Context: an optimization exercise on an open-source flow, tuned for small area, a short achievable clock period and few clock cycles per item. The choices shown serve that exercise and are no tape-out recipe.
The RTL was checked by simulation tests, not by an equivalence proof against the original design.

## flow/design.v (module list and top-level ports; edited modules follow where they fit)
// module gemv_dot_pipe: 2723 lines
// module gemv_dot_fin: 803 lines
// module gemv_stream_engine: 121 lines
module gemv_stream_engine
#(
  parameter int unsigned SZ     = gemv_pkg::SZ_DEF,
  parameter int unsigned DW     = gemv_pkg::DW_DEF,
  parameter int unsigned N_ROWS = gemv_pkg::N_ROWS_DEF,
  parameter int unsigned AW     = gemv_pkg::gemv_aw(SZ, DW),
  localparam int unsigned IW    = (N_ROWS > 1) ? $clog2(N_ROWS) : 1
) (
  input  logic             clk,
  input  logic             rst_n,
  input  logic             start_i,
  input  logic             accum_i,
  input  logic [SZ*DW-1:0] w_i,
  input  logic             a_valid_i,
  output logic             a_ready_o,
  input  logic [SZ*DW-1:0] a_row_i,
  output logic             o_valid_o,
  input  logic             o_ready_i,
  output logic [DW-1:0]    o_data_o,
  output logic [IW-1:0]    o_idx_o,
  output logic             busy_o,
  output logic             done_o,
  output logic             ovf_o
);
  // ...
==> flow/flow/run.sh <==
#!/bin/bash
# The standard layout with these changes:
#  - the port buffers are buf_4 cells instead of the buffer_ports default (a
#    slow delay cell that the resizer cannot swap out);
set -euo pipefail
export BUFFER_PORTS_ARGS="-buffer_cell sky130_fd_sc_hd__buf_4"
bash standard.sh synth > standard_synth.log 2>&1
NET=orfs/results/sky130hd/gemv_stream_engine/base/1_2_yosys.v
cp $NET yosys_netlist_orig.v
python3 flow/invpush2.py yosys_netlist_orig.v yosys_netlist_push.v > invpush.log 2>&1
python3 flow/ppflip.py yosys_netlist_push.v $NET > ppflip.log 2>&1
bash standard.sh finish > standard_finish.log 2>&1
==> flow/flow/invpush2.py <==
#!/usr/bin/env python3
"""Remove inverters around full and half adders in a flat Yosys netlist.

A full adder is self-dual: FA(~a, ~b, ~c) = (~cout, ~sum). So each full adder
may be flipped: it then takes its inputs inverted and gives its outputs
inverted. A half adder whose two inputs are both inverted can be rebuilt as
xor2 + nor2 of the inverted inputs (the same area): (~a ^ ~b, ~(~a | ~b)).
Every inverter tree hanging off a signal is collapsed into at most one
inverter, and the flips are chosen (greedy descent plus annealing) to need as
few inverters as possible. Registers, ports and all other cells are kept.

usage: invpush2.py IN.v OUT.v
"""
import re, sys, random, math
from collections import defaultdict

src = open(sys.argv[1]).read()
m = re.search(r'^module .*?;\n', src, re.M | re.S)
head_end = m.end()
endm = src.rindex('endmodule')
body = src[head_end:endm]

cell_re = re.compile(r'^  (sky130_fd_sc_hd__\w+) (\\\S+ |\S+) \((.*?)\n  \);\n', re.M | re.S)
pin_re = re.compile(r'\.(\w+)\(((?:\\\S+ )|[^()]*)\)')

cells = {}
order = []
first = None
pos = 0
for cm in cell_re.finditer(body):
    if first is None:
        first = cm.start()
    assert first == cm.start() or not body[pos:cm.start()].strip(), body[pos:cm.start()][:200]
    typ, name, pins = cm.group(1), cm.group(2), cm.group(3)
    cells[name] = [typ, {p: n.strip() for p, n in pin_re.findall(pins)}]
    order.append(name)
    pos = cm.end()
pre = body[:first]
post = body[pos:]
assert not post.strip() or 'sky130' not in post
assert 'assign' not in pre + post, 'assign statements not handled'

ports = set()
for pm in re.finditer(r'^\s*(input|output|inout)\s+(\[(\d+):(\d+)\]\s+)?(\S+);', pre, re.M):
    nm = pm.group(5)
    if pm.group(2):
        hi, lo = int(pm.group(3)), int(pm.group(4))
        for b in range(min(hi, lo), max(hi, lo) + 1):
            ports.add(f'{nm}[{b}]')
    ports.add(nm)

OUTP = {'X', 'Y', 'Q', 'Q_N', 'SUM', 'COUT', 'HI', 'LO'}
is_inv = lambda t: re.match(r'sky130_fd_sc_hd__(clk)?inv_\d+$', t) is not None
is_fa = lambda t: re.match(r'sky130_fd_sc_hd__fa_\d+$', t) is not None
is_ha = lambda t: re.match(r'sky130_fd_sc_hd__ha_\d+$', t) is not None

drv = {}
loads = defaultdict(list)
for name, (typ, conns) in cells.items():
    for p, n in conns.items():
        if p in OUTP:
            drv[n] = (name, p)
        else:
            loads[n].append((name, p))

# Trace every non-inverter input pin back through inverters to its source.
src_of = {}          # (cell, pin) -> (source net, parity)
tree = defaultdict(list)   # source net -> [(cell, pin, parity)]
tree_invs = defaultdict(set)
fixed = set()
for name, (typ, conns) in cells.items():
    if is_inv(typ):
        continue
    for p, n in conns.items():
        if p in OUTP:
            continue
        par = 0
        invs = []
        net = n
        while net in drv and is_inv(cells[drv[net][0]][0]):
            invs.append(drv[net][0])
            if net in ports:
                break
            net = cells[drv[net][0]][1]['A']
            par ^= 1
        src_of[(name, p)] = (net, par)
        tree[net].append((name, p, par))
        tree_invs[net].update(invs)
# inverter trees that reach a port, or a constant source, are left alone
for name, (typ, conns) in cells.items():
    if is_inv(typ):
        y = conns['Y']
        net = y
        while net in drv and is_inv(cells[drv[net][0]][0]):
            if net in ports:
                # find its source
                s = net
                while s in drv and is_inv(cells[drv[s][0]][0]):
                    s = cells[drv[s][0]][1]['A']
                fixed.add(s)
                break
            net = cells[drv[net][0]][1]['A']
for s in list(tree):
    if s.startswith(("1'", "0'")) or s not in drv and s not in ports:
        fixed.add(s)
    if s in drv and is_inv(cells[drv[s][0]][0]):
        fixed.add(s)
    if s in ports and s not in drv:
        pass  # primary input: fine as a source
# inverters whose output feeds nothing tracked (dangling) keep their trees fixed
for name, (typ, conns) in cells.items():
    if is_inv(typ) and not loads[conns['Y']] and conns['Y'] not in ports:
        s = conns['A']
        while s in drv and is_inv(cells[drv[s][0]][0]):
            s = cells[drv[s][0]][1]['A']
        fixed.add(s)

fas = [n for n in order if is_fa(cells[n][0])]
has = [n for n in order if is_ha(cells[n][0])]
flip = {n: 0 for n in fas + has}


fa_drv = {s: drv[s][0] for s in tree if s in drv and is_fa(cells[drv[s][0]][0])}


def avail(s):
    d = fa_drv.get(s)
    return flip[d] if d else 0


def need(c, par):
    return par ^ (flip[c] if c in flip else 0)


def cost_src(s):
    if s in fixed:
        return 0
    a = avail(s)
    return 1 if any(need(c, par) ^ a for c, p, par in tree[s]) else 0


# sources touched by each flippable cell
touch = defaultdict(set)
for s, lst in tree.items():
    for c, p, par in lst:
        if c in flip:
            touch[c].add(s)
    if s in drv and drv[s][0] in flip and is_fa(cells[drv[s][0]][0]):
        touch[drv[s][0]].add(s)
for h in has:   # a half adder only flips when both inputs share a source polarity change
    pass


def ha_ok(h):
    return True


def orig_cost():
    n = 0
    for s in tree:
        if s not in fixed:
            n += len(tree_invs[s])
    return n


def total():
    return sum(cost_src(s) for s in tree)


def delta(c):
    ss = touch[c]
    before = sum(cost_src(s) for s in ss)
    flip[c] ^= 1
    after = sum(cost_src(s) for s in ss)
    flip[c] ^= 1
    return after - before


n_before = orig_cost()
cur = total()
random.seed(int(__import__("os").environ.get("IP_SEED", "1")))
cands = fas + has
best = cur
best_flip = dict(flip)
T = 1.0
for it in range(int(__import__("os").environ.get("IP_IT", "60"))):
    improved = False
    for c in cands:
        d = delta(c)
        if d < 0 or (d == 0 and random.random() < 0.3) or (d > 0 and random.random() < math.exp(-d / T)):
            flip[c] ^= 1
            cur += d
            if d < 0:
                improved = True
            if cur < best:
                best = cur
                best_flip = dict(flip)
    T *= 0.85
flip.update(best_flip)
# final greedy descent
changed = True
while changed:
    changed = False
    for c in cands:
        if delta(c) < 0:
            flip[c] ^= 1
            changed = True
cur = total()
print(f'invpush2: inverters in movable trees {n_before} -> {cur}; '
      f'flipped FA {sum(flip[c] for c in fas)}, HA {sum(flip[c] for c in has)}', file=sys.stderr)

# Rebuild.
for s, invs in tree_invs.items():
    if s in fixed:
        continue
    for i in invs:
        if i in cells:
            del cells[i]
order = [n for n in order if n in cells]
uid = [0]
new_wires = []


def fresh(prefix):
    uid[0] += 1
    n = f'_{prefix}{uid[0]}_'
    return n


new_invs = []
for s, lst in tree.items():
    if s in fixed:
        continue
    a = avail(s)
    inv_net = None
    for c, p, par in lst:
        if need(c, par) ^ a:
            if inv_net is None:
                inv_net = fresh('ipn')
                new_wires.append(inv_net)
                iname = fresh('ipinv')
                cells[iname] = ['sky130_fd_sc_hd__inv_1', {'A': s, 'Y': inv_net}]
                new_invs.append(iname)
                order.append(iname)
            cells[c][1][p] = inv_net
        else:
            cells[c][1][p] = s
# Half adders taking inverted inputs become xor2 + nor2.
for h in has:
    if flip[h]:
        typ, conns = cells[h]
        del cells[h]
        i = order.index(h)
        x = fresh('ipx')
        y = fresh('ipo')
        cells[x] = ['sky130_fd_sc_hd__xor2_1', {'A': conns['A'], 'B': conns['B'], 'X': conns['SUM']}]
        cells[y] = ['sky130_fd_sc_hd__nor2_1', {'A': conns['A'], 'B': conns['B'], 'Y': conns['COUT']}]
        order[i:i+1] = [x, y]

# inv_2 has the area of inv_1: use it for every inverter that drives more than one pin
nl = defaultdict(int)
for name, (typ, conns) in cells.items():
    for p, n in conns.items():
        if p not in OUTP:
            nl[n] += 1
for name, (typ, conns) in cells.items():
    if typ == 'sky130_fd_sc_hd__inv_1' and (nl[conns['Y']] > 1 or conns['Y'] in ports):
        cells[name][0] = 'sky130_fd_sc_hd__inv_2'

out = [src[:head_end], pre]
for w in new_wires:
    out.append(f'  wire {w};\n')
for name in order:
    typ, conns = cells[name]
    pins = ',\n'.join(f'    .{p}({n + " " if n.startswith(chr(92)) else n})' for p, n in conns.items())
    out.append(f'  {typ} {name} (\n{pins}\n  );\n')
out.append(post)
out.append(src[endm:])
open(sys.argv[2], 'w').write(''.join(out))
n_inv = sum(1 for t, _ in cells.values() if is_inv(t))
print(f'invpush2: inverter cells now {n_inv}', file=sys.stderr)
==> flow/flow/ppflip.py <==
#!/usr/bin/env python3
"""Take the row inverters off the partial-product gates in a flat netlist.

ABC builds each Booth partial-product bit as xor2(o22ai(~a_j, s1, ~a_k, s2), n)
with ~a_j, ~a_k the inverted row bits. Since
  o22ai(~a_j, s1, ~a_k, s2) = ~a22oi(a_j, ~s1, a_k, ~s2),
each such bit is rebuilt as xnor2(a22oi(a_j, ~s1, a_k, ~s2), n): the row bits
(late inputs) then reach the gate without an inverter; the select inverters
(~s1, ~s2; early signals from the weight register) are shared by all bits of a
digit. Registers and all other cells are kept.

usage: ppflip.py IN.v OUT.v
"""
import re, sys
from collections import defaultdict

src = open(sys.argv[1]).read()
m = re.search(r'^module .*?;\n', src, re.M | re.S)
head_end = m.end()
endm = src.rindex('endmodule')
body = src[head_end:endm]
cell_re = re.compile(r'^  (sky130_fd_sc_hd__\w+) (\\\S+ |\S+) \((.*?)\n  \);\n', re.M | re.S)
pin_re = re.compile(r'\.(\w+)\(((?:\\\S+ )|[^()]*)\)')
cells, order = {}, []
first, pos = None, 0
for cm in cell_re.finditer(body):
    if first is None:
        first = cm.start()
    assert first == cm.start() or not body[pos:cm.start()].strip()
    cells[cm.group(2)] = [cm.group(1), {p: n.strip() for p, n in pin_re.findall(cm.group(3))}]
    order.append(cm.group(2))
    pos = cm.end()
pre, post = body[:first], body[pos:]
assert 'assign' not in pre + post

ports = set()
inputs = set()
for pm in re.finditer(r'^\s*(input|output|inout)\s+(\[(\d+):(\d+)\]\s+)?(\S+);', pre, re.M):
    nm = pm.group(5)
    bits = [nm]
    if pm.group(2):
        hi, lo = int(pm.group(3)), int(pm.group(4))
        bits = [f'{nm}[{b}]' for b in range(min(hi, lo), max(hi, lo) + 1)]
    for b in bits:
        ports.add(b)
        if pm.group(1) == 'input':
            inputs.add(b)

OUTP = {'X', 'Y', 'Q', 'Q_N', 'SUM', 'COUT', 'HI', 'LO'}
T = lambda n: cells[n][0].replace('sky130_fd_sc_hd__', '')


def index():
    drv, loads = {}, defaultdict(list)
    for name, (typ, conns) in cells.items():
        for p, n in conns.items():
            if p in OUTP:
                drv[n] = name
            else:
                loads[n].append((name, p))
    return drv, loads


drv, loads = index()


def trace(net):
    """(source net, parity) through buffers and inverters."""
    par = 0
    while net in drv and re.match(r'(clk)?(inv|buf)_\d+$', T(drv[net])):
        if 'inv' in T(drv[net]):
            par ^= 1
        net = cells[drv[net]][1]['A']
    return net, par


uid = [0]
new_wires = []
ninv = {}


def inverted(net):
    s, par = trace(net)
    if par == 1:
        return s
    net = s
    if net not in ninv:
        uid[0] += 1
        w = f'_ppn{uid[0]}_'
        new_wires.append(w)
        nm = f'_ppinv{uid[0]}_'
        cells[nm] = ['sky130_fd_sc_hd__inv_2', {'A': net, 'Y': w}]
        order.append(nm)
        ninv[net] = w
    return ninv[net]


done = 0
for name in list(order):
    if name not in cells or not T(name).startswith('o22ai_'):
        continue
    c = cells[name][1]
    a, pa = trace(c['A1'])
    b, pb = trace(c['B1'])
    if not (pa == 1 and pb == 1 and a in inputs and b in inputs):
        continue
    ld = loads[c['Y']]
    if len(ld) != 1 or c['Y'] in ports:
        continue
    xn, xp = ld[0]
    if T(xn) not in ('xor2_1', 'xnor2_1'):
        continue
    s1 = inverted(c['A2'])
    s2 = inverted(c['B2'])
    cells[name] = ['sky130_fd_sc_hd__a22oi_1', {'A1': a, 'A2': s1, 'B1': b, 'B2': s2, 'Y': c['Y']}]
    xt, xc = cells[xn]
    if T(xn) == 'xor2_1':
        cells[xn] = ['sky130_fd_sc_hd__xnor2_1', {'A': xc['A'], 'B': xc['B'], 'Y': xc['X']}]
    else:
        cells[xn] = ['sky130_fd_sc_hd__xor2_1', {'A': xc['A'], 'B': xc['B'], 'X': xc['Y']}]
    done += 1
    drv, loads = index()

# drop buffers and inverters left without loads
changed = True
while changed:
    changed = False
    drv, loads = index()
    for name in list(cells):
        if re.match(r'(clk)?(inv|buf)_\d+$', T(name)):
            y = cells[name][1].get('Y', cells[name][1].get('X'))
            if not loads[y] and y not in ports:
                del cells[name]
                changed = True
order = [n for n in order if n in cells]
print(f'ppflip: rebuilt {done} partial-product gates', file=sys.stderr)

out = [src[:head_end], pre]
for w in new_wires:
    out.append(f'  wire {w};\n')
for name in order:
    typ, conns = cells[name]
    pins = ',\n'.join(f'    .{p}({n + " " if n.startswith(chr(92)) else n})' for p, n in conns.items())
    out.append(f'  {typ} {name} (\n{pins}\n  );\n')
out.append(post)
out.append(src[endm:])
open(sys.argv[2], 'w').write(''.join(out))
==> flow/standard.sh <==
#!/bin/bash
# synth_recipe.tcl (not shown) runs the flow's synth.tcl, then flattens the netlist and writes it again
# the make line also repeats each setting of config.mk as NAME=value (left out here)
make -C /OpenROAD-flow-scripts/flow DESIGN_CONFIG=/design/flow/config.mk WORK_HOME=/design/flow/orfs CLKGATE_MAP_FILE= SYNTH_SCRIPT=/design/flow/synth_recipe.tcl "${@:-finish}"
==> flow/config.mk <==
export PLATFORM = sky130hd
export DESIGN_NAME = gemv_stream_engine
export DESIGN_NICKNAME = gemv_stream_engine
export VERILOG_FILES = /design/flow/design.v
export SDC_FILE = /design/flow/constraint.sdc
export NUM_CORES = 4
export LEC_CHECK = 0
export ABC_AREA = 1
export CAP_MARGIN = 20
export CORE_MARGIN = 2
export CORE_UTILIZATION = 40
export SETUP_SLACK_MARGIN = 3.5
export SLEW_MARGIN = 20
==> flow/constraint.sdc <==
create_clock -name core_clock -period 9.0 [get_ports {clk}]
set_input_delay 1.8000 -clock core_clock [delete_from_list [all_inputs] [get_ports {clk}]]
set_output_delay 1.8000 -clock core_clock [all_outputs]
set_load 0.01 [all_outputs]
==> flow_summary.ini, run 1 <==
[routing]
wl_per_cell_um = 27.2
drt_pass1_iterations = 7
postRouteAntennaNets = 0
met3_length_um = 9840
via_count = 19000
routed-wl-met2_um = 39300

[cells_and_area]
seq_cell_count = 205
layout_common_cells = fa_1 (410), xnor2_1 (327), a22oi_1 (316)
sh_seq_area = 0.215
fin_cells = 3335
largest_reg_flops = 77

[clock_tree]
cts_tree = yes
clkSinkCount = 205
cts.clk_slew.worst_paths_ns = 0.06
cts_root_buf = clkbuf_16

[logic_synthesis]
syn_area_mm2 = 0.0255
syn_inst = 2393

[min_path]
worst_hold_path_type = reg2reg
worstHoldPathCells = 0
worstHoldStart = acc_a_q[20]$_DFFE_PP_

[run_status]
status = no timing/DRC/antenna violations

[worst_setup_path]
crit_type = reg2out
worst_path_largest_cell_delay_ns = 0.64
cp.required_ns = 7.20
slowest_stage = fa_2
crit_cells = 12
critical_path.endpoint_type = primary output
path_max_fanout = 8

[place]
dp.cells = 3263
place_ws_ns = 3.18

[global_routing]
grt_util_met3 = 0.0751
antenna_found_initial = 0
grt_overflow = 0

[sta]
fin_crit_sh = 0.604
hold_viol = 0
finalSetupViolCount = 0
fin_tns_setup_ns = 0

[die]
io_pins = 125
die_w_um = 257
start_util = 0.405
Testbench counts, summed over its fixed seeds: cycles 16,000, items 9,600.
==> run 2: changes to the inputs <==
==> flow/flow/run.sh (replaced) <==
#!/bin/bash
# The standard layout with two changes:
#  - the port buffers are buf_4 cells instead of the buffer_ports default (a
#    slow delay cell that the resizer cannot swap out);
#  - after the standard synthesis, inverters around full and half adders are
#    removed by flipping full adders' polarity and rebuilding half adders that
#    take inverted inputs (flow/invpush2.py); registers and all other cells are
#    left as the standard synthesis made them.
set -euo pipefail
export BUFFER_PORTS_ARGS="-buffer_cell sky130_fd_sc_hd__buf_4"
bash standard.sh synth > standard_synth.log 2>&1
NET=orfs/results/sky130hd/gemv_stream_engine/base/1_2_yosys.v
cp $NET yosys_netlist_orig.v
python3 flow/invpush2.py yosys_netlist_orig.v $NET > invpush.log 2>&1
bash standard.sh finish > standard_finish.log 2>&1
--- a/flow/config.mk
+++ b/flow/config.mk
@@ -9,5 +9,6 @@
 export CAP_MARGIN = 20
 export CORE_MARGIN = 2
 export CORE_UTILIZATION = 40
+export CTS_CLUSTER_SIZE = 25
 export SETUP_SLACK_MARGIN = 3.5
 export SLEW_MARGIN = 20
removed: flow/flow/ppflip.py
==> flow_summary.ini, run 2 <==
[cells_and_area]
layout-drive-gt1-share = 0.159
stdcell_area_mm2 = 0.0280
register_area_mm2 = 0.00611
multi_input_area_mm2 = 0.0174
regMostFlops = mid_q
layout_common_cells = fa_1 (412), xor2_1 (402), o22ai_1 (330)
largest_reg_flops = 77
num-nets-final = 3025
fin_cells = 3307
nFillCells = 5891
top_regs = mid_q (77), w_q (48)
antenna_cells = 0
final_core_util = 0.453
syn_to_final_growth_pct = 11.7
final_common_cell = fa_1

[die]
rows = 91
io_pins = 125
die_h_um = 255
coreArea_mm2 = 0.0619
die_area_mm2 = 0.0648
start_util = 0.405
die_w_um = 255

[logic_synthesis]
syn_nets = 2963
syn_inst = 2386
yosysWarnings = 1
synth_area_per_cell_um2 = 10.5
syn_area_mm2 = 0.0251

[global_routing]
grt_first_pass_wirelength_um = 131000
grt_pass1_vias = 19100
track_usage = 0.281
grt_overflow = 0
grt_max_degree = 81
antenna_found_initial = 0

[clock_tree]
clkSinkCount = 205
h-tree-depth = 1
numCtsBuffers = 28
clockBufferDepth = 3
cts_tree = yes
clock_latency_ns = 0.62
postCtsHoldBufs = 0
cts_root_buf = clkbuf_16
cts.clk_slew.worst_paths_ns = 0.07

[worst_setup_path]
cp.required_ns = 7.20
worst_path_largest_cell_delay_ns = 0.56
critical_path.endpoint_type = primary output
crit_path_end = o_data_o[3]
path_max_fanout = 8
slowest_stage = fa_1
reg2reg_to = mid_q[18]$_DFFE_PP_
arrival_ns = 3.58
crit_type = reg2out
reg2reg_slack_ns = 3.64
cp-startpoint = mid_q[31]$_DFFE_PP_
path_cells = fa_1 > ha_4 > xor2_2 > nand4_1 > nor3_2 > nand3_2 > nor2_4 > and3_4 > buf_12 > nand3_1 > nand2_1 > buf_4
r2r_cells = 11
reg2reg_from = w_q[37]$_DFFE_PP_
cp-start-kind = register

[sta]
final.min_clock_period_ns = 5.38
fin_tns_setup_ns = 0
finalSetupViolCount = 0
rsz0062_at_grt = true
hold_viol = 0
tightestPinTransition_ns = 0.982
fmax_ghz = 0.186
fin_crit_sh = 0.598
slew_violations = 0
worst_slack_ns = 3.62
fin_worst_skew_ns = 0.0370
relSlewSlack = 0.339
whs_ns = 0.393

[place]
place_ws_ns = 2.97
globalplace.congestion = 0.969
dpl-instance-area_mm2 = 0.0267
dp.cells = 3230
dp_hpwl_um = 70800
port_buffers = 124

[routing]
drc_errors = 0
via_count = 18900
postRouteAntennaNets = 0
drt_pass1_iterations = 6
vias_per_cell = 5.70
wl_per_cell_um = 27.3
first_iter_violations = 2179
wirelength_um = 90300

[run_status]
status = no timing/DRC/antenna violations

[min_path]
worst_hold_path_type = reg2reg

[run]
drv_cap = 0
## run 2: layout make-up
| class | count | share of cell area |
|---|---|---|
| flip-flops and latches | 205 | 0.218 |
| clock inverters | 23 | 0.00888 |
| clock buffers | 29 | 0.0251 |
| multi-input cells | 1737 | 0.620 |
| repair buffers | 180 | 0.0507 |
| well taps | 837 | 0.0373 |
| inverters | 296 | 0.0398 |
## run 2: how the worst min path moves through the flow
stage / slack [ns] / cells past startpoint / to / from
floorplan: 0.40 / 0 / acc_b_q[0]$_DFFE_PP_ / acc_a_q[0]$_DFFE_PP_
global placement: 0.40 / 0 / acc_b_q[25]$_DFFE_PP_ / acc_a_q[25]$_DFFE_PP_
detailed placement: 0.40 / 0 / acc_b_q[18]$_DFFE_PP_ / acc_a_q[18]$_DFFE_PP_
CTS: 0.40 / 0 / acc_b_q[26]$_DFFE_PP_ / acc_a_q[26]$_DFFE_PP_
global route: 0.42 / 0 / acc_b_q[31]$_DFFE_PP_ / acc_a_q[31]$_DFFE_PP_
finish: 0.39 / 0 / acc_b_q[26]$_DFFE_PP_ / acc_a_q[26]$_DFFE_PP_
## run 2: worst max-delay path: cells and delay by family, from the launching register on
kind                     cells  cell delay, ns
flip-flops                   1            0.40
buffers and inverters        2            0.30
adder cells (fa/ha/maj)      2            0.89
XOR/XNOR                     1            0.14
AND/OR/NAND/NOR              7            1.22
## run 2: metal layers
metal,vias up,global-route usage,share of wire
met5,-,0,0
met1,9631,0.408,0.43
met4,0,0.0839,0.035
met2,1016,0.406,0.43
li1,8067,-,-
met3,144,0.0803,0.11
## run 2: timing repair
action	CTS	global route
gates resized for setup	6	24
endpoints found under the setup margin	17	30
cloned	0	1
buffers inserted	8	16
pin swaps	1	22
==> run 3: changes to the inputs <==
--- a/flow/config.mk
+++ b/flow/config.mk
@@ -9,6 +9,7 @@
 export CAP_MARGIN = 20
 export CORE_MARGIN = 2
 export CORE_UTILIZATION = 40
-export CTS_CLUSTER_SIZE = 25
+export CTS_CLUSTER_DIAMETER = 90
+export CTS_CLUSTER_SIZE = 20
 export SETUP_SLACK_MARGIN = 3.5
 export SLEW_MARGIN = 20
==> flow_summary.ini, run 3 <==
[sta]
hold_viol = 0
fin_crit_sh = 0.602
worst_slack_ns = 3.58
tightestPinTransition_ns = 1.02
finalSetupViolCount = 0
rsz0062_at_grt = true
fin_tns_setup_ns = 0
slew_violations = 0
fin_worst_skew_ns = 0.0200
final.min_clock_period_ns = 5.42
relSlewSlack = 0.314
fmax_ghz = 0.185

[cells_and_area]
antenna_cells = 0
top_regs = mid_q (77), w_q (48)
num-nets-final = 3012
syn_to_final_growth_pct = 10.2
multi_input_area_mm2 = 0.0173
layout_common_cells = fa_1 (416), xor2_1 (403), o22ai_1 (330)
regMostFlops = mid_q
final_common_cell = fa_1
final_core_util = 0.447
register_area_mm2 = 0.00611
fin_cells = 3287
largest_reg_flops = 77
nFillCells = 5918
layout-drive-gt1-share = 0.149

[die]
start_util = 0.405
die_area_mm2 = 0.0648
io_pins = 125
die_w_um = 255
die_h_um = 255
coreArea_mm2 = 0.0619
rows = 91

[logic_synthesis]
syn_area_mm2 = 0.0251
syn_inst = 2386
yosysWarnings = 1
synth_area_per_cell_um2 = 10.5
syn_nets = 2963

[worst_setup_path]
reg2reg_slack_ns = 3.58
worst_path_largest_cell_delay_ns = 0.61
cp_common_cell = fa_1
path_max_fanout = 13
cp-startpoint = w_q[13]$_DFFE_PP_
path_cells = buf_4 > inv_2 > o21ai_1 > buf_4 > o22ai_1 > xor2_1 > fa_1 > fa_1 > fa_1 > fa_1 > fa_1 > fa_1
slowest_stage = o21ai_1
critical_path.endpoint_type = register
cp-start-kind = register
cp.required_ns = 9.31
crit_path_end = mid_q[39]$_DFFE_PP_
crit_type = reg2reg
arrival_ns = 5.73
r2r_cells = 12
reg2reg_to = mid_q[39]$_DFFE_PP_
reg2reg_from = w_q[13]$_DFFE_PP_

[clock_tree]
clock_latency_ns = 0.57
cts.clk_slew.worst_paths_ns = 0.08
clockBufferDepth = 3
cts_root_buf = clkbuf_16
numCtsBuffers = 21
cts_tree = yes
clkSinkCount = 205
postCtsHoldBufs = 0
h-tree-depth = 1

[routing]
wirelength_um = 89600
vias_per_cell = 5.69
via_count = 18700
postRouteAntennaNets = 0
first_iter_violations = 1941
drc_errors = 0
wl_per_cell_um = 27.2
drt_pass1_iterations = 6

[min_path]
worst_hold_path_type = reg2reg
worstHoldStart = acc_a_q[29]$_DFFE_PP_

[run]
drv_cap = 0

[place]
port_buffers = 124
dp.cells = 3230
globalplace.congestion = 0.969
place_ws_ns = 2.97
dp_hpwl_um = 70800

[global_routing]
grt_max_degree = 81
antenna_found_initial = 0
grt_first_pass_wirelength_um = 131000
grt_pass1_vias = 19100
grt_overflow = 0
track_usage = 0.280

[run_status]
status = no timing/DRC/antenna violations
-- run 3: cell type report --
class / instances / share of cell area
Clock buffer: 24 / 0.0202
Inverter: 296 / 0.0403
Tap cell: 837 / 0.0378
Timing Repair Buffer: 174 / 0.0485
Multi-Input combinational cell: 1737 / 0.626
Clock inverter: 14 / 0.00692
Sequential cell: 205 / 0.221
-- run 3: critical path: cells and delay by family (launching register included) --
family                     cells  cell delay, ns
xor gates and xnor gates       1            0.22
buffers and inverters          3            0.86
DFF                            1            0.32
adders and majority gates      6            2.96
AOI/OAI and AO/OA              2            0.77
-- run 3: worst min path at each step --
stage / end / slack (ns) / cells past startpoint
global route: acc_b_q[30]$_DFFE_PP_ / 0.43 / 0
detailed placement: acc_b_q[18]$_DFFE_PP_ / 0.40 / 0
CTS: acc_b_q[18]$_DFFE_PP_ / 0.42 / 0
finish: acc_b_q[29]$_DFFE_PP_ / 0.42 / 0
floorplan: acc_b_q[0]$_DFFE_PP_ / 0.40 / 0
global placement: acc_b_q[25]$_DFFE_PP_ / 0.40 / 0
-- run 3: through the flow --
step	hold WS, ns	cell area, µm²
detailed placement	0.405	26700
global placement	0.403	26700
finish	0.415	27700
global route	0.425	27700
CTS	0.419	27500
floorplan	0.400	25100
-- run 3: repair_timing --
action,4_1_cts,5_1_grt
pin swaps,1,0
resized for setup,4,5
endpoints found under the setup margin,18,30
buffers inserted,8,11
-- run 3: routing by layer --
| metal | track usage | share of wire |
|---|---|---|
| met2 | 0.408 | 0.43 |
| met3 | 0.0837 | 0.11 |
| met1 | 0.403 | 0.43 |
| met4 | 0.0830 | 0.033 |
| met5 | 0 | 0 |
==> run 4: changes to the inputs <==
--- a/flow/config.mk
+++ b/flow/config.mk
@@ -9,7 +9,5 @@
 export CAP_MARGIN = 20
 export CORE_MARGIN = 2
 export CORE_UTILIZATION = 40
-export CTS_CLUSTER_DIAMETER = 90
-export CTS_CLUSTER_SIZE = 20
 export SETUP_SLACK_MARGIN = 3.5
 export SLEW_MARGIN = 20
==> flow_summary.ini, run 4 <==
[routing]
drt_pass1_iterations = 6
first_iter_violations = 2179
postRouteAntennaNets = 0
via_count = 18900
wirelength_um = 90300
drc_errors = 0
wl_per_cell_um = 27.3
vias_per_cell = 5.70

[worst_setup_path]
worst_path_largest_cell_delay_ns = 0.56
path_buf_inv = 2
cp-start-kind = register
cp.required_ns = 7.20
slowest_stage = fa_1
critical_path.endpoint_type = primary output
path_max_fanout = 8
path_delay_family = simple AND/OR/NAND/NOR gates
arrival_ns = 3.58
crit_type = reg2out
path_cells = fa_1 > ha_4 > xor2_2 > nand4_1 > nor3_2 > nand3_2 > nor2_4 > and3_4 > buf_12 > nand3_1 > nand2_1 > buf_4

[global_routing]
grt_max_degree = 81
grt_overflow = 0
grt_first_pass_wirelength_um = 131000
antenna_found_initial = 0
grt_pass1_vias = 19100
track_usage = 0.281

[cells_and_area]
num-nets-final = 3025
fin_cells = 3307
layout-drive-gt1-share = 0.159
syn_to_final_growth_pct = 11.7
largest_reg_flops = 77
layout_common_cells = fa_1 (412), xor2_1 (402), o22ai_1 (330)
stdcell_area_mm2 = 0.0280
final_core_util = 0.453
regMostFlops = mid_q
nFillCells = 5891
top_regs = mid_q (77), w_q (48)
antenna_cells = 0
final_common_cell = fa_1

[place]
dp.cells = 3230
dp_hpwl_um = 70800
port_buffers = 124
globalplace.congestion = 0.969
place_ws_ns = 2.97
dpl-instance-area_mm2 = 0.0267

[sta]
hold_viol = 0
rsz0062_at_grt = true
fin_worst_skew_ns = 0.0370
fin_crit_sh = 0.598
fmax_ghz = 0.186
finalSetupViolCount = 0
relSlewSlack = 0.339
tightestPinTransition_ns = 0.982
final.min_clock_period_ns = 5.38
slew_violations = 0
worst_slack_ns = 3.62
fin_tns_setup_ns = 0

[logic_synthesis]
syn_area_mm2 = 0.0251
synth_area_per_cell_um2 = 10.5
syn_nets = 2963
syn_inst = 2386
yosysWarnings = 1

[die]
start_util = 0.405
die_h_um = 255
die_area_mm2 = 0.0648
rows = 91
coreArea_mm2 = 0.0619
die_w_um = 255
io_pins = 125

[clock_tree]
h-tree-depth = 1
clockBufferDepth = 3
numCtsBuffers = 28
clkSinkCount = 205
cts_tree = yes
clock_latency_ns = 0.62
postCtsHoldBufs = 0
cts.clk_slew.worst_paths_ns = 0.07
cts_root_buf = clkbuf_16

[min_path]
worst_hold_path_type = reg2reg

[run_status]
status = no timing/DRC/antenna violations

[run]
drv_cap = 0
run 4: what timing repair did:
item                                    CTS  global route
endpoints found under the setup margin   17            30
pin swaps                                 1            22
cloned                                    0             1
buffers inserted                          8            16
gates resized for setup                   6            24
run 4: area by class of cell:
type / count / area (µm²) / area share
clock buffers: 29 / 704 / 0.0251
clock inverters: 23 / 249 / 0.00888
inverters: 296 / 1120 / 0.0398
multi-input cells: 1737 / 17400 / 0.620
flip-flops and latches: 205 / 6110 / 0.218
well taps: 837 / 1050 / 0.0373
repair buffers: 180 / 1420 / 0.0507
run 4: worst paths after layout:
path	cells past startpoint	slack [ns]	start	to
setup / recovery	12	3.62	mid_q[31]$_DFFE_PP_	o_data_o[3]
hold / removal	0	0.39	acc_a_q[26]$_DFFE_PP_	acc_b_q[26]$_DFFE_PP_
setup reg to reg	11	3.64	w_q[37]$_DFFE_PP_	mid_q[18]$_DFFE_PP_
hold reg to reg	0	0.39	acc_a_q[26]$_DFFE_PP_	acc_b_q[26]$_DFFE_PP_
max in group asynchronous	1	7.85	rst_n	pend_q$_DFFE_PN0P_
min in group asynchronous	1	1.00	rst_n	ovf_q$_DFFE_PN0P_
run 4: metrics by stage:
stage | hold WS (ns)
2_1_floorplan | 0.400
6_report | 0.393
3_5_place_dp | 0.405
5_1_grt | 0.419
4_1_cts | 0.400
3_3_place_gp | 0.403
run 4: metal layers:
metal	vias up	global-route usage	routed length (µm)
met4	0	0.0839	3190
met5	-	0	0
met1	9631	0.408	38800
met2	1016	0.406	38500
li1	8067	-	-
met3	144	0.0803	9870
==> run 5: changes to the inputs <==
--- a/flow/config.mk
+++ b/flow/config.mk
@@ -9,5 +9,7 @@
 export CAP_MARGIN = 20
 export CORE_MARGIN = 2
 export CORE_UTILIZATION = 40
+export CTS_CLUSTER_DIAMETER = 140
+export CTS_CLUSTER_SIZE = 14
 export SETUP_SLACK_MARGIN = 3.5
 export SLEW_MARGIN = 20
==> flow_summary.ini, run 5 <==
[run_status]
status = no timing/DRC/antenna violations

[cells_and_area]
top_regs = mid_q (77), w_q (48)
largest_reg_flops = 77
multi_input_area_mm2 = 0.0173
num-nets-final = 3011
nFillCells = 5957
fin_cells = 3281
register_area_mm2 = 0.00611
layout_common_cells = fa_1 (416), xor2_1 (403), o22ai_1 (330)
syn_to_final_growth_pct = 9.38
final_common_cell = fa_1
layout-drive-gt1-share = 0.143
regMostFlops = mid_q

[clock_tree]
clkSinkCount = 205
cts_tree = yes
clockBufferDepth = 3
h-tree-depth = 1
cts.clk_slew.worst_paths_ns = 0.09
cts_root_buf = clkbuf_16
numCtsBuffers = 18
clock_latency_ns = 0.56
postCtsHoldBufs = 0

[worst_setup_path]
worst_path_largest_cell_delay_ns = 0.56
arrival_ns = 5.72
path_delay_family = adder cells
r2r_cells = 12
reg2reg_slack_ns = 3.63
cp_common_cell = fa_1
reg2reg_from = w_q[17]$_DFFE_PP_
crit_path_end = mid_q[36]$_DFFE_PP_
reg2reg_to = mid_q[18]$_DFFE_PP_
path_cells = buf_4 > inv_2 > o22ai_1 > xor2_1 > fa_1 > fa_1 > fa_1 > fa_1 > fa_1 > fa_1
critical_path.endpoint_type = register
path_buf_inv = 2
cp.required_ns = 9.31
crit_type = in2reg
cp-startpoint = a_row_i[1]
cp-start-kind = input port
slowest_stage = fa_1
crit_cells = 10
path_max_fanout = 15

[sta]
fin_tns_setup_ns = 0
hold_viol = 0
tightestPinTransition_ns = 0.975
relSlewSlack = 0.350
final.min_clock_period_ns = 5.41
whs_ns = 0.395
worst_slack_ns = 3.59
fin_worst_skew_ns = 0.0385
fmax_ghz = 0.185
rsz0062_at_grt = false
fin_crit_sh = 0.601
slew_violations = 0
finalSetupViolCount = 0

[die]
die_h_um = 255
die_area_mm2 = 0.0648
io_pins = 125
start_util = 0.405
coreArea_mm2 = 0.0619
rows = 91
die_w_um = 255

[global_routing]
antenna_found_initial = 2
grt_pass1_vias = 19000
grt_max_degree = 81
track_usage = 0.279
grt_first_pass_wirelength_um = 130000
grt_overflow = 0

[routing]
first_iter_violations = 2044
drc_errors = 0
vias_per_cell = 5.70
postRouteAntennaNets = 0
via_count = 18700
wl_per_cell_um = 27.3
drt_pass1_iterations = 8
wirelength_um = 89400

[place]
dp_hpwl_um = 70800
port_buffers = 124
globalplace.congestion = 0.969
place_ws_ns = 2.97
dp.cells = 3230

[logic_synthesis]
syn_inst = 2386
syn_nets = 2963
yosysWarnings = 1
syn_area_mm2 = 0.0251
synth_area_per_cell_um2 = 10.5

[min_path]
worst_hold_path_type = reg2reg

[run]
drv_cap = 0
[run 5: worst min path at each step]
stage,start,slack [ns],depth (start not counted),end
after floorplan,acc_a_q[0]$_DFFE_PP_,0.40,0,acc_b_q[0]$_DFFE_PP_
after global placement,acc_a_q[25]$_DFFE_PP_,0.40,0,acc_b_q[25]$_DFFE_PP_
after detailed placement,acc_a_q[18]$_DFFE_PP_,0.40,0,acc_b_q[18]$_DFFE_PP_
after CTS,acc_a_q[26]$_DFFE_PP_,0.40,0,acc_b_q[26]$_DFFE_PP_
after global routing,acc_a_q[26]$_DFFE_PP_,0.42,0,acc_b_q[26]$_DFFE_PP_
final,acc_a_q[26]$_DFFE_PP_,0.39,0,acc_b_q[26]$_DFFE_PP_
[run 5: metal layers]
metal,vias up,share of wire,GRT usage
met3,109,0.10,0.0739
met1,9677,0.44,0.409
met2,885,0.43,0.412
met4,2,0.026,0.0693
li1,8029,-,-
met5,-,0.00011,0
[run 5: metrics by stage]
step           area, µm²   util
6_report           27500  0.443
5_1_grt            27500  0.443
4_1_cts            27300  0.440
3_5_place_dp       26700  0.431
3_3_place_gp       26700  0.431
2_1_floorplan      25100      -
[run 5: area by class of cell]
cell class / instances / share of cell area
clock buffer: 26 / 0.0175
multi-input combinational: 1737 / 0.631
antenna: 1 / 0.0000911
sequential: 205 / 0.222
tap: 837 / 0.0381
timing repair buffer: 176 / 0.0499
clock inverter: 3 / 0.000866
inverter: 296 / 0.0406
[run 5: worst register-to-register path, cell delays in order, from the launching register on]
cell and delay [ns]:
edfxtp_1 0.88, nor2_1 0.16, inv_2 0.10, nand2_1 0.41
o22ai_1 0.37, xor2_1 0.21, fa_1 0.55, fa_1 0.52
fa_1 0.57, inv_1 0.06, fa_1 0.39, fa_1 0.51
fa_1 0.40
[run 5: repair_timing]
| item | in CTS | in global routing |
|---|---|---|
| setup endpoints to repair | 17 | 36 |
| setup buffers | 6 | 15 |
| resized for setup | 4 | 5 |
| pin swaps | 1 | 0 |
==> run 6: changes to the inputs <==
--- a/flow/config.mk
+++ b/flow/config.mk
@@ -9,7 +9,8 @@
 export CAP_MARGIN = 20
 export CORE_MARGIN = 2
 export CORE_UTILIZATION = 40
-export CTS_CLUSTER_DIAMETER = 140
-export CTS_CLUSTER_SIZE = 14
+export CTS_BUF_LIST = sky130_fd_sc_hd__clkbuf_8
+export CTS_CLUSTER_DIAMETER = 120
+export CTS_CLUSTER_SIZE = 16
 export SETUP_SLACK_MARGIN = 3.5
 export SLEW_MARGIN = 20
==> flow_summary.ini, run 6 <==
[run_status]
status = no timing/DRC/antenna violations

[cells_and_area]
regMostFlops = mid_q
num-nets-final = 3015
largest_reg_flops = 77
final_common_cell = fa_1
nFillCells = 5943
multi_input_area_mm2 = 0.0175
syn_to_final_growth_pct = 9.50
layout_common_cells = fa_1 (411), xor2_1 (402), o22ai_1 (330)
fin_cells = 3285
layout-drive-gt1-share = 0.157
top_regs = mid_q (77), w_q (48)
register_area_mm2 = 0.00611

[clock_tree]
numCtsBuffers = 18
clockBufferDepth = 3
cts_tree = yes
cts.clk_slew.worst_paths_ns = 0.12
postCtsHoldBufs = 0
clkSinkCount = 205
clock_latency_ns = 0.64
h-tree-depth = 1
cts_root_buf = clkbuf_8

[sta]
fin_crit_sh = 0.607
fmax_ghz = 0.183
fin_worst_skew_ns = 0.0399
fin_tns_setup_ns = 0
slew_violations = 0
tightestPinTransition_ns = 1.08
relSlewSlack = 0.275
final.min_clock_period_ns = 5.46
rsz0062_at_grt = true
finalSetupViolCount = 0
hold_viol = 0

[routing]
vias_per_cell = 5.72
drc_errors = 0
postRouteAntennaNets = 0
first_iter_violations = 2212
wl_per_cell_um = 27.4
via_count = 18800
wirelength_um = 90100
drt_pass1_iterations = 5

[logic_synthesis]
synth_area_per_cell_um2 = 10.5
syn_nets = 2963
syn_inst = 2386
yosysWarnings = 1
syn_area_mm2 = 0.0251

[min_path]
worst_hold_path_type = reg2reg

[place]
globalplace.congestion = 0.969
port_buffers = 124
dp_hpwl_um = 70800
dp.cells = 3230

[global_routing]
grt_pass1_vias = 19000
grt_overflow = 0
antenna_found_initial = 1
track_usage = 0.280
grt_max_degree = 81
grt_first_pass_wirelength_um = 130000

[worst_setup_path]
path_buf_inv = 2
path_delay_family = simple AND/OR/NAND/NOR gates
critical_path.endpoint_type = primary output
slowest_stage = fa_2
path_max_fanout = 8
worst_path_largest_cell_delay_ns = 0.62
path_cells = fa_2 > ha_4 > xor2_1 > nand4_1 > nor3_2 > nand3_1 > nor2_4 > and3_4 > buf_12 > nand3_1 > nand2_1 > buf_4
crit_type = reg2out
cp_common_cell = nand3_1
cp.required_ns = 7.20
cp-start-kind = register
arrival_ns = 3.66

[die]
rows = 91
die_h_um = 255
start_util = 0.405
die_w_um = 255
io_pins = 125
die_area_mm2 = 0.0648
coreArea_mm2 = 0.0619

[run]
drv_cap = 0
==> run 6: cell type report <==
class | count | share of cell area
Multi-Input combinational cell | 1737 | 0.635
Sequential cell | 205 | 0.222
Timing Repair Buffer | 180 | 0.0524
Inverter | 296 | 0.0406
Tap cell | 837 | 0.0381
Clock buffer | 18 | 0.00901
Clock inverter | 11 | 0.00259
Antenna cell | 1 | 0.0000910
==> run 6: timing repair <==
item | CTS | global route
pin swaps | 1 | 25
cloned | 0 | 1
gates resized for setup | 6 | 42
setup endpoints to repair | 18 | 30
hold endpoints to repair | 0 | 0
setup buffers | 8 | 16
==> run 6: worst reg2reg max path, stage by stage, from the launching register on <==
cell      delay, ns
edfxtp_1       0.34
buf_4          0.30
inv_2          0.27
o21ai_1        0.60
buf_4          0.30
o22ai_1        0.16
xor2_1         0.22
fa_1           0.47
fa_1           0.51
fa_1           0.58
fa_1           0.45
fa_1           0.54
fa_1           0.41
==> run 6: final timing paths <==
| path | cells past startpoint | from | end | slack [ns] |
|---|---|---|---|---|
| worst max-delay path | 12 | mid_q[46]$_DFFE_PP_ | o_data_o[3] | 3.54 |
| worst min-delay path | 0 | acc_a_q[26]$_DFFE_PP_ | acc_b_q[26]$_DFFE_PP_ | 0.40 |
| worst max register to register | 12 | w_q[13]$_DFFE_PP_ | mid_q[39]$_DFFE_PP_ | 3.63 |
| worst min register to register | 0 | acc_a_q[26]$_DFFE_PP_ | acc_b_q[26]$_DFFE_PP_ | 0.40 |
| max in group asynchronous | 1 | rst_n | vld_m_q$_DFFE_PN0P_ | 7.88 |
| min in group asynchronous | 1 | rst_n | in_cnt_q[0]$_DFFE_PN0P_ | 0.96 |
==> run 6: routing by layer <==
metal / vias up / GRT usage / wire [µm]
met4: 0 / 0.0800 / 3180
li1: 8043 / - / -
met3: 131 / 0.0786 / 9430
met2: 973 / 0.408 / 38600
met5: - / 0 / 0
met1: 9653 / 0.406 / 38900
==> run 6: through the flow <==
step	area, µm²	utilization	setup slack (ns)	hold slack (ns)
global placement	26700	0.431	2.93	0.403
floorplan	25100	-	3.50	0.400
detailed placement	26700	0.431	2.97	0.405
finish	27500	0.444	3.54	0.397
CTS	27100	0.438	3.52	0.395
global route	27500	0.444	3.42	0.427
==> run 7: changes to the inputs <==
--- a/flow/config.mk
+++ b/flow/config.mk
@@ -9,7 +9,6 @@
 export CAP_MARGIN = 20
 export CORE_MARGIN = 2
 export CORE_UTILIZATION = 40
-export CTS_BUF_LIST = sky130_fd_sc_hd__clkbuf_8
 export CTS_CLUSTER_DIAMETER = 120
 export CTS_CLUSTER_SIZE = 16
 export SETUP_SLACK_MARGIN = 3.5
==> flow_summary.ini, run 7 <==
[routing]
wirelength_um = 89400
postRouteAntennaNets = 0
via_count = 18700
wl_per_cell_um = 27.3
drt_pass1_iterations = 5
drc_errors = 0
vias_per_cell = 5.71
first_iter_violations = 2098

[sta]
hold_viol = 0
slew_violations = 0
worst_slack_ns = 3.59
fin_crit_sh = 0.601
relSlewSlack = 0.333
final.min_clock_period_ns = 5.41
fin_worst_skew_ns = 0.0289
finalSetupViolCount = 0
tightestPinTransition_ns = 0.989
fin_tns_setup_ns = 0
rsz0062_at_grt = true
fmax_ghz = 0.185

[worst_setup_path]
arrival_ns = 5.71
critical_path.endpoint_type = register
path_buf_inv = 3
path_max_fanout = 15
path_delay_family = adder cells
cp_common_cell = fa_1
reg2reg_from = w_q[17]$_DFFE_PP_
path_cells = buf_4 > inv_2 > nor2_1 > xor2_2 > fa_1 > fa_1 > fa_1 > inv_1 > fa_1 > fa_1 > fa_1
reg2reg_slack_ns = 3.64
worst_path_largest_cell_delay_ns = 0.60
cp.required_ns = 9.30
crit_cells = 11
cp-start-kind = input port
slowest_stage = fa_1
reg2reg_to = mid_q[30]$_DFFE_PP_
r2r_cells = 10
crit_type = in2reg

[clock_tree]
clkSinkCount = 205
clockBufferDepth = 3
clock_latency_ns = 0.56
numCtsBuffers = 18
cts_root_buf = clkbuf_16
cts.clk_slew.worst_paths_ns = 0.08
h-tree-depth = 1
cts_tree = yes

[place]
port_buffers = 124
dpl-instance-area_mm2 = 0.0267
place_ws_ns = 2.97
globalplace.congestion = 0.969
dp_hpwl_um = 70800

[global_routing]
grt_first_pass_wirelength_um = 130000
grt_pass1_vias = 19100
track_usage = 0.280
grt_overflow = 0
grt_max_degree = 81
antenna_found_initial = 0

[cells_and_area]
multi_input_area_mm2 = 0.0173
layout-drive-gt1-share = 0.145
syn_to_final_growth_pct = 9.42
final_common_cell = fa_1
regMostFlops = mid_q
largest_reg_flops = 77
antenna_cells = 0
top_regs = mid_q (77), w_q (48)
nFillCells = 5956
num-nets-final = 3011
layout_common_cells = fa_1 (416), xor2_1 (403), o22ai_1 (330)
register_area_mm2 = 0.00611
stdcell_area_mm2 = 0.0275

[logic_synthesis]
syn_area_mm2 = 0.0251
synth_area_per_cell_um2 = 10.5
syn_nets = 2963
yosysWarnings = 1
syn_inst = 2386

[die]
start_util = 0.405
coreArea_mm2 = 0.0619
rows = 91
io_pins = 125
die_w_um = 255
die_h_um = 255
die_area_mm2 = 0.0648

[run]
drv_cap = 0

[min_path]
worstHoldPathCells = 0
worst_hold_path_type = reg2reg
holdPathEnd = acc_b_q[26]$_DFFE_PP_
worstHoldStart = acc_a_q[26]$_DFFE_PP_

[run_status]
status = no timing/DRC/antenna violations
[run 7: how the worst max path moves through the flow]
stage / startpoint / endpoint / slack [ns]
finish: a_row_i[0] / mid_q[18]$_DFFE_PP_ / 3.59
global route: w_q[13]$_DFFE_PP_ / mid_q[39]$_DFFE_PP_ / 3.46
CTS: mid_q[35]$_DFFE_PP_ / o_data_o[14] / 3.51
detailed placement: a_row_i[0] / mid_q[18]$_DFFE_PP_ / 2.97
global placement: a_row_i[0] / mid_q[18]$_DFFE_PP_ / 2.93
floorplan: a_row_i[8] / mid_q[39]$_DFFE_PP_ / 3.50
[run 7: area by class of cell]
cell class	count	share of cell area
Clock inverter	5	0.00205
Clock buffer	24	0.0172
Timing Repair Buffer	176	0.0495
Sequential cell	205	0.222
Tap cell	837	0.0381
Inverter	296	0.0406
Multi-Input combinational cell	1737	0.630
[run 7: through the flow]
stage               utilization  hold WS, ns  cells
detailed placement        0.431        0.405   3230
floorplan                     -        0.400   2386
CTS                       0.441        0.395   3267
global route              0.444        0.421   3280
finish                    0.444        0.399   3280
global placement          0.431        0.403   3230
[run 7: layer usage]
metal | vias up | track usage | wire [µm]
met3 | 118 | 0.0771 | 9380
met4 | 0 | 0.0812 | 2780
met1 | 9604 | 0.407 | 38800
li1 | 8037 | - | -
met5 | - | 0 | 0
met2 | 967 | 0.407 | 38400
[run 7: repair_timing]
item / 4_1_cts / 5_1_grt
endpoints found under the setup margin: 17 / 31
hold buffers: 0 / 0
gates resized for setup: 4 / 5
pin swaps: 1 / 0
setup buffers: 8 / 13
==> run 8: changes to the inputs <==
==> flow/flow/run.sh (replaced) <==
#!/bin/bash
# The standard layout with two changes:
#  - the port buffers are buf_1 cells on the inputs and buf_4 cells on the
#    outputs (flow/outbuf.tcl), instead of the buffer_ports default (a slow
#    delay cell that the resizer cannot swap out);
#  - after the standard synthesis, inverters around full and half adders are
#    removed by flipping full adders' polarity and rebuilding half adders that
#    take inverted inputs (flow/invpush2.py); registers and all other cells are
#    left as the standard synthesis made them.
set -euo pipefail
export BUFFER_PORTS_ARGS="-buffer_cell sky130_fd_sc_hd__buf_1"
export POST_GLOBAL_PLACE_TCL="$PWD/flow/outbuf.tcl"
bash standard.sh synth > standard_synth.log 2>&1
NET=orfs/results/sky130hd/gemv_stream_engine/base/1_2_yosys.v
cp $NET yosys_netlist_orig.v
python3 flow/invpush2.py yosys_netlist_orig.v $NET > invpush.log 2>&1
bash standard.sh finish > standard_finish.log 2>&1
==> flow/flow/outbuf.tcl (new file) <==
# After global placement: the port buffers were all made as buf_1; make the
# ones that drive output ports buf_4 (they drive the output load).
set n 0
foreach port [get_ports -filter "direction == output"] {
  set net [get_nets -of_objects $port]
  foreach pin [get_pins -of_objects $net -filter "direction == output"] {
    set inst [get_cells -of_objects $pin]
    if { [get_property [get_lib_cells -of_objects $inst] name] == "sky130_fd_sc_hd__buf_1" } {
      replace_cell $inst sky130_fd_sc_hd__buf_4
      incr n
    }
  }
}
puts "outbuf: $n output port buffers made buf_4"
==> flow_summary.ini, run 8 <==
[logic_synthesis]
syn_inst = 2386
syn_area_mm2 = 0.0251
synth_area_per_cell_um2 = 10.5
syn_nets = 2963
yosysWarnings = 1

[run_status]
tool.error = [ERROR STA-0100] unsupported object type Port.
status = did not finish
haltStage = global placement

[die]
die_h_um = 255
die_w_um = 255
io_pins = 125
start_util = 0.405
rows = 91

[place]
port_buffers = 124
==> run 9: changes to the inputs <==
==> flow/flow/outbuf.tcl (replaced) <==
# After global placement: the port buffers were all made as buf_1; make the
# ones that drive output ports buf_4 (they drive the output load).
set from_cell [expr {[info exists ::env(OUTBUF_FROM)] ? $::env(OUTBUF_FROM) : "sky130_fd_sc_hd__buf_1"}]
set n 0
foreach bterm [[ord::get_db_block] getBTerms] {
  if { [$bterm getIoType] != "OUTPUT" } { continue }
  set net [$bterm getNet]
  if { $net == "NULL" } { continue }
  foreach iterm [$net getITerms] {
    if { ![$iterm isOutputSignal] } { continue }
    set inst [$iterm getInst]
    if { [[$inst getMaster] getName] == $from_cell } {
      replace_cell [get_cells [$inst getName]] sky130_fd_sc_hd__buf_4
      incr n
    }
  }
}
puts "outbuf: $n output port buffers made buf_4"
--- a/flow/config.mk
+++ b/flow/config.mk
@@ -6,10 +6,10 @@
 export NUM_CORES = 4
 export LEC_CHECK = 0
 export ABC_AREA = 1
-export CAP_MARGIN = 20
+export CAP_MARGIN = 10
 export CORE_MARGIN = 2
 export CORE_UTILIZATION = 40
 export CTS_CLUSTER_DIAMETER = 120
 export CTS_CLUSTER_SIZE = 16
 export SETUP_SLACK_MARGIN = 3.5
-export SLEW_MARGIN = 20
+export SLEW_MARGIN = 10
==> flow_summary.ini, run 9 <==
[cells_and_area]
num-nets-final = 3004
largest_reg_flops = 77
regMostFlops = mid_q
syn_to_final_growth_pct = 7.74
antenna_cells = 0
stdcell_area_mm2 = 0.0271
top_regs = mid_q (77), w_q (48)
layout-drive-gt1-share = 0.102
layout_common_cells = fa_1 (416), xor2_1 (404), o22ai_1 (330)
fin_cells = 3271
final_common_cell = fa_1
final_core_util = 0.437
nFillCells = 5910

[place]
dp_hpwl_um = 68100
port_buffers = 124
dpl-instance-area_mm2 = 0.0263
dp.cells = 3222
place_ws_ns = 2.76

[sta]
rsz0062_at_grt = true
finalSetupViolCount = 0
tightestPinTransition_ns = 1.07
final.min_clock_period_ns = 5.39
fin_crit_sh = 0.599
whs_ns = 0.417
fin_tns_setup_ns = 0
fmax_ghz = 0.185
fin_worst_skew_ns = 0.0194
worst_slack_ns = 3.61
slew_violations = 0
hold_viol = 0
relSlewSlack = 0.279

[clock_tree]
postCtsHoldBufs = 0
cts.clk_slew.worst_paths_ns = 0.09
cts_tree = yes
clockBufferDepth = 3
clock_latency_ns = 0.53
h-tree-depth = 1
numCtsBuffers = 17
clkSinkCount = 205
cts_root_buf = clkbuf_16

[global_routing]
grt_pass1_vias = 18800
track_usage = 0.264
grt_first_pass_wirelength_um = 125000
grt_overflow = 0
antenna_found_initial = 0
grt_max_degree = 85

[worst_setup_path]
crit_type = reg2reg
path_buf_inv = 2
cp-start-kind = register
cp.required_ns = 9.28
critical_path.endpoint_type = register
cp-startpoint = w_q[31]$_DFFE_PP_
path_delay_family = adder cells
path_max_fanout = 13
worst_path_largest_cell_delay_ns = 0.82
arrival_ns = 5.67
path_cells = inv_2 > o21ai_1 > buf_4 > o22ai_1 > xor2_1 > fa_1 > fa_1 > fa_1 > fa_1 > fa_1 > fa_1
cp_common_cell = fa_1
reg2reg_from = w_q[31]$_DFFE_PP_
slowest_stage = edfxtp_1

[die]
die_area_mm2 = 0.0648
start_util = 0.405
coreArea_mm2 = 0.0619
rows = 91
io_pins = 125
die_w_um = 255
die_h_um = 255

[run_status]
status = no timing/DRC/antenna violations

[routing]
wl_per_cell_um = 25.9
via_count = 18600
wirelength_um = 84700
drt_pass1_iterations = 6
vias_per_cell = 5.69
drc_errors = 0
postRouteAntennaNets = 0
first_iter_violations = 2195

[min_path]
worstHoldStart = acc_a_q[6]$_DFFE_PP_
worst_hold_path_type = reg2reg

[logic_synthesis]
syn_inst = 2386
yosysWarnings = 1
syn_nets = 2963
syn_area_mm2 = 0.0251
synth_area_per_cell_um2 = 10.5

[run]
drv_cap = 0
## run 9: final cells by class
type	instances	area, µm²	share of cell area
clock buffers	24	473	0.0175
clock inverters	2	41.3	0.00153
inverters	296	1120	0.0413
multi-input cells	1737	17300	0.641
flip-flops and latches	205	6110	0.226
well taps	837	1050	0.0387
repair buffers	170	925	0.0342
## run 9: timing repair
action | 4_1_cts | 5_1_grt
pin swaps | 1 | 0
setup buffers | 1 | 21
resized for setup | 11 | 7
setup endpoints to repair | 38 | 30
## run 9: worst paths after layout
| path | endpoint | slack (ns) | cells past startpoint |
|---|---|---|---|
| hold reg to reg | acc_b_q[6]$_DFFE_PP_ | 0.42 | 0 |
| min in group asynchronous | pend_q$_DFFE_PN0P_ | 1.24 | 1 |
| setup reg to reg | mid_q[36]$_DFFE_PP_ | 3.61 | 11 |
| setup / recovery | mid_q[36]$_DFFE_PP_ | 3.61 | 11 |
| hold / removal | acc_b_q[6]$_DFFE_PP_ | 0.42 | 0 |
| max in group asynchronous | accum_q$_DFFE_PN0P_ | 7.39 | 1 |
## run 9: per-layer routing
metal / wire length, µm / global-route usage / vias to the layer above
met2: 38100 / 0.407 / 845
met4: 2990 / 0.0815 / 0
met5: 0 / 0 / -
li1: - / - / 8026
met3: 7250 / 0.0487 / 142
met1: 36400 / 0.379 / 9595
==> run 10: changes to the inputs <==
--- a/flow/config.mk
+++ b/flow/config.mk
@@ -6,10 +6,10 @@
 export NUM_CORES = 4
 export LEC_CHECK = 0
 export ABC_AREA = 1
-export CAP_MARGIN = 10
+export CAP_MARGIN = 20
 export CORE_MARGIN = 2
 export CORE_UTILIZATION = 40
 export CTS_CLUSTER_DIAMETER = 120
 export CTS_CLUSTER_SIZE = 16
 export SETUP_SLACK_MARGIN = 3.5
-export SLEW_MARGIN = 10
+export SLEW_MARGIN = 20
==> flow_summary.ini, run 10 <==
[die]
io_pins = 125
die_area_mm2 = 0.0648
coreArea_mm2 = 0.0619
start_util = 0.405
die_w_um = 255
die_h_um = 255
rows = 91

[cells_and_area]
nFillCells = 5931
largest_reg_flops = 77
regMostFlops = mid_q
layout_common_cells = fa_1 (415), xor2_1 (404), o22ai_1 (330)
top_regs = mid_q (77), w_q (48)
final_core_util = 0.436
num-nets-final = 3000
layout-drive-gt1-share = 0.102
antenna_cells = 0
syn_to_final_growth_pct = 7.67
final_common_cell = fa_1

[sta]
fin_tns_setup_ns = 0
final.min_clock_period_ns = 5.38
fmax_ghz = 0.186
slew_violations = 0
tightestPinTransition_ns = 1.01
whs_ns = 0.417
hold_viol = 0
rsz0062_at_grt = true
finalSetupViolCount = 0
fin_worst_skew_ns = 0.0170
fin_crit_sh = 0.597
relSlewSlack = 0.324

[routing]
wirelength_um = 84700
via_count = 18600
wl_per_cell_um = 25.9
drt_pass1_iterations = 6
drc_errors = 0
postRouteAntennaNets = 0
first_iter_violations = 2214
vias_per_cell = 5.69

[clock_tree]
cts.clk_slew.worst_paths_ns = 0.08
clkSinkCount = 205
h-tree-depth = 1
cts_tree = yes
numCtsBuffers = 17
cts_root_buf = clkbuf_16
clockBufferDepth = 3
postCtsHoldBufs = 0
clock_latency_ns = 0.53

[worst_setup_path]
path_cells = fa_1 > ha_1 > xor2_1 > nand4_1 > nor3_4 > nand3_2 > nor2_4 > and3_4 > buf_12 > nand3_1 > nand2_1 > buf_4
path_max_fanout = 15
cp-start-kind = register
r2r_cells = 12
slowest_stage = fa_1
cp.required_ns = 7.20
critical_path.endpoint_type = primary output
worst_path_largest_cell_delay_ns = 0.55
crit_type = reg2out
arrival_ns = 3.58

[global_routing]
grt_max_degree = 85
track_usage = 0.265
antenna_found_initial = 0
grt_overflow = 0
grt_pass1_vias = 18800
grt_first_pass_wirelength_um = 125000

[place]
dp_hpwl_um = 67900
port_buffers = 124

[run]
drv_cap = 0

[logic_synthesis]
syn_inst = 2386
synth_area_per_cell_um2 = 10.5
syn_nets = 2963
yosysWarnings = 1
syn_area_mm2 = 0.0251

[min_path]
worst_hold_path_type = reg2reg
worstHoldPathCells = 0

[run_status]
status = no timing/DRC/antenna violations
-- run 10: per-stage QoR --
stage	worst slack (ns)	std cells	instance area (µm²)
final	3.62	3267	27000
after floorplan	3.50	2386	25100
after detailed placement	2.76	3221	26300
after global placement	2.82	3221	26200
after global routing	3.47	3267	27000
after CTS	3.50	3248	26800
-- run 10: worst paths after layout --
kind                                 startpoint                    to  slack (ns)
setup / recovery            mid_q[38]$_DFFE_PP_           o_data_o[9]        3.62
setup reg to reg               w_q[9]$_DFFE_PP_   mid_q[58]$_DFFE_PP_        3.64
max in group asynchronous                 rst_n    busy_q$_DFFE_PN0P_        7.40
min in group asynchronous                 rst_n     ovf_q$_DFFE_PN0P_        1.23
hold / removal             acc_a_q[6]$_DFFE_PP_  acc_b_q[6]$_DFFE_PP_        0.42
hold reg to reg            acc_a_q[6]$_DFFE_PP_  acc_b_q[6]$_DFFE_PP_        0.42
-- run 10: worst max-delay path, delay by kind of cell, from the launching register on --
family | cells | cell delay (ns)
buf+inv | 2 | 0.27
flops | 1 | 0.46
simple gates | 7 | 1.23
fa+ha+maj | 2 | 0.88
xor+xnor | 1 | 0.17
-- run 10: timing repair --
| item | in CTS | in global routing |
|---|---|---|
| gates resized for setup | 8 | 12 |
| pin swaps | 1 | 5 |
| setup buffers | 1 | 18 |
| endpoints found under the hold margin | 0 | 0 |
| setup endpoints to repair | 27 | 33 |
-- run 10: layer usage --
layer,track usage,share of wire
met3,0.0459,0.089
met2,0.403,0.45
met5,0,0
met4,0.0855,0.036
met1,0.385,0.43
-- run 10: cell type report --
cell class | instances | area, µm² | share of cell area
clock buffer | 24 | 473 | 0.0175
inverter | 296 | 1120 | 0.0413
multi-input combinational | 1737 | 17400 | 0.643
clock inverter | 2 | 17.5 | 0.000648
timing repair buffer | 166 | 895 | 0.0331
sequential | 205 | 6110 | 0.226
tap | 837 | 1050 | 0.0387

==> re-timing with driven ports <==
The flow's constraints put no driver on any port. The routed layouts listed below were extracted and timed again, unchanged, in two steps. Step 1 sets driving cells, clkbuf_16 on the clock port and buf_2 on the other inputs (assumed; they add their load-dependent delay and slew). Step 2 times the ports against the registers' clock, not the clock port: input delays grow and output delays shrink by t, the midpoint of the rising clock arrivals with the driver on. a / b / c = ideal / step 1 / step 2; a / b = the first two.
| run | t, ns | setup WS [ns] | worst setup path at the end | latest minus earliest clock arrival (ns) | slew at the worst register clock pin (ns) |
|---|---|---|---|---|---|
| run 1 | 0.629 | 3.563 / 3.500 / 3.084 | input to register | 0.023 / 0.024 | 0.07 / 0.07 |
| run 2 | 0.661 | 3.616 / 3.558 / 3.035 | input to register | 0.037 / 0.037 | 0.07 / 0.07 |
| run 3 | 0.625 | 3.580 / 3.580 / 3.035 | input to register | 0.020 / 0.020 | 0.09 / 0.09 |
| run 4 | 0.661 | 3.616 / 3.558 / 3.035 | input to register | 0.037 / 0.037 | 0.07 / 0.07 |
| run 5 | 0.597 | 3.593 / 3.554 / 3.020 | input to register | 0.039 / 0.039 | 0.09 / 0.09 |
| run 6 | 0.674 | 3.539 / 3.483 / 3.002 | input to register | 0.041 / 0.042 | 0.12 / 0.12 |
| run 7 | 0.609 | 3.591 / 3.565 / 3.010 | input to register | 0.030 / 0.030 | 0.08 / 0.08 |
| run 9 | 0.582 | 3.609 / 3.583 / 3.072 | input to register | 0.019 / 0.020 | 0.09 / 0.09 |
| run 10 | 0.577 | 3.623 / 3.570 / 3.077 | input to register | 0.017 / 0.017 | 0.09 / 0.09 |
After both steps every run listed still meets setup and hold.
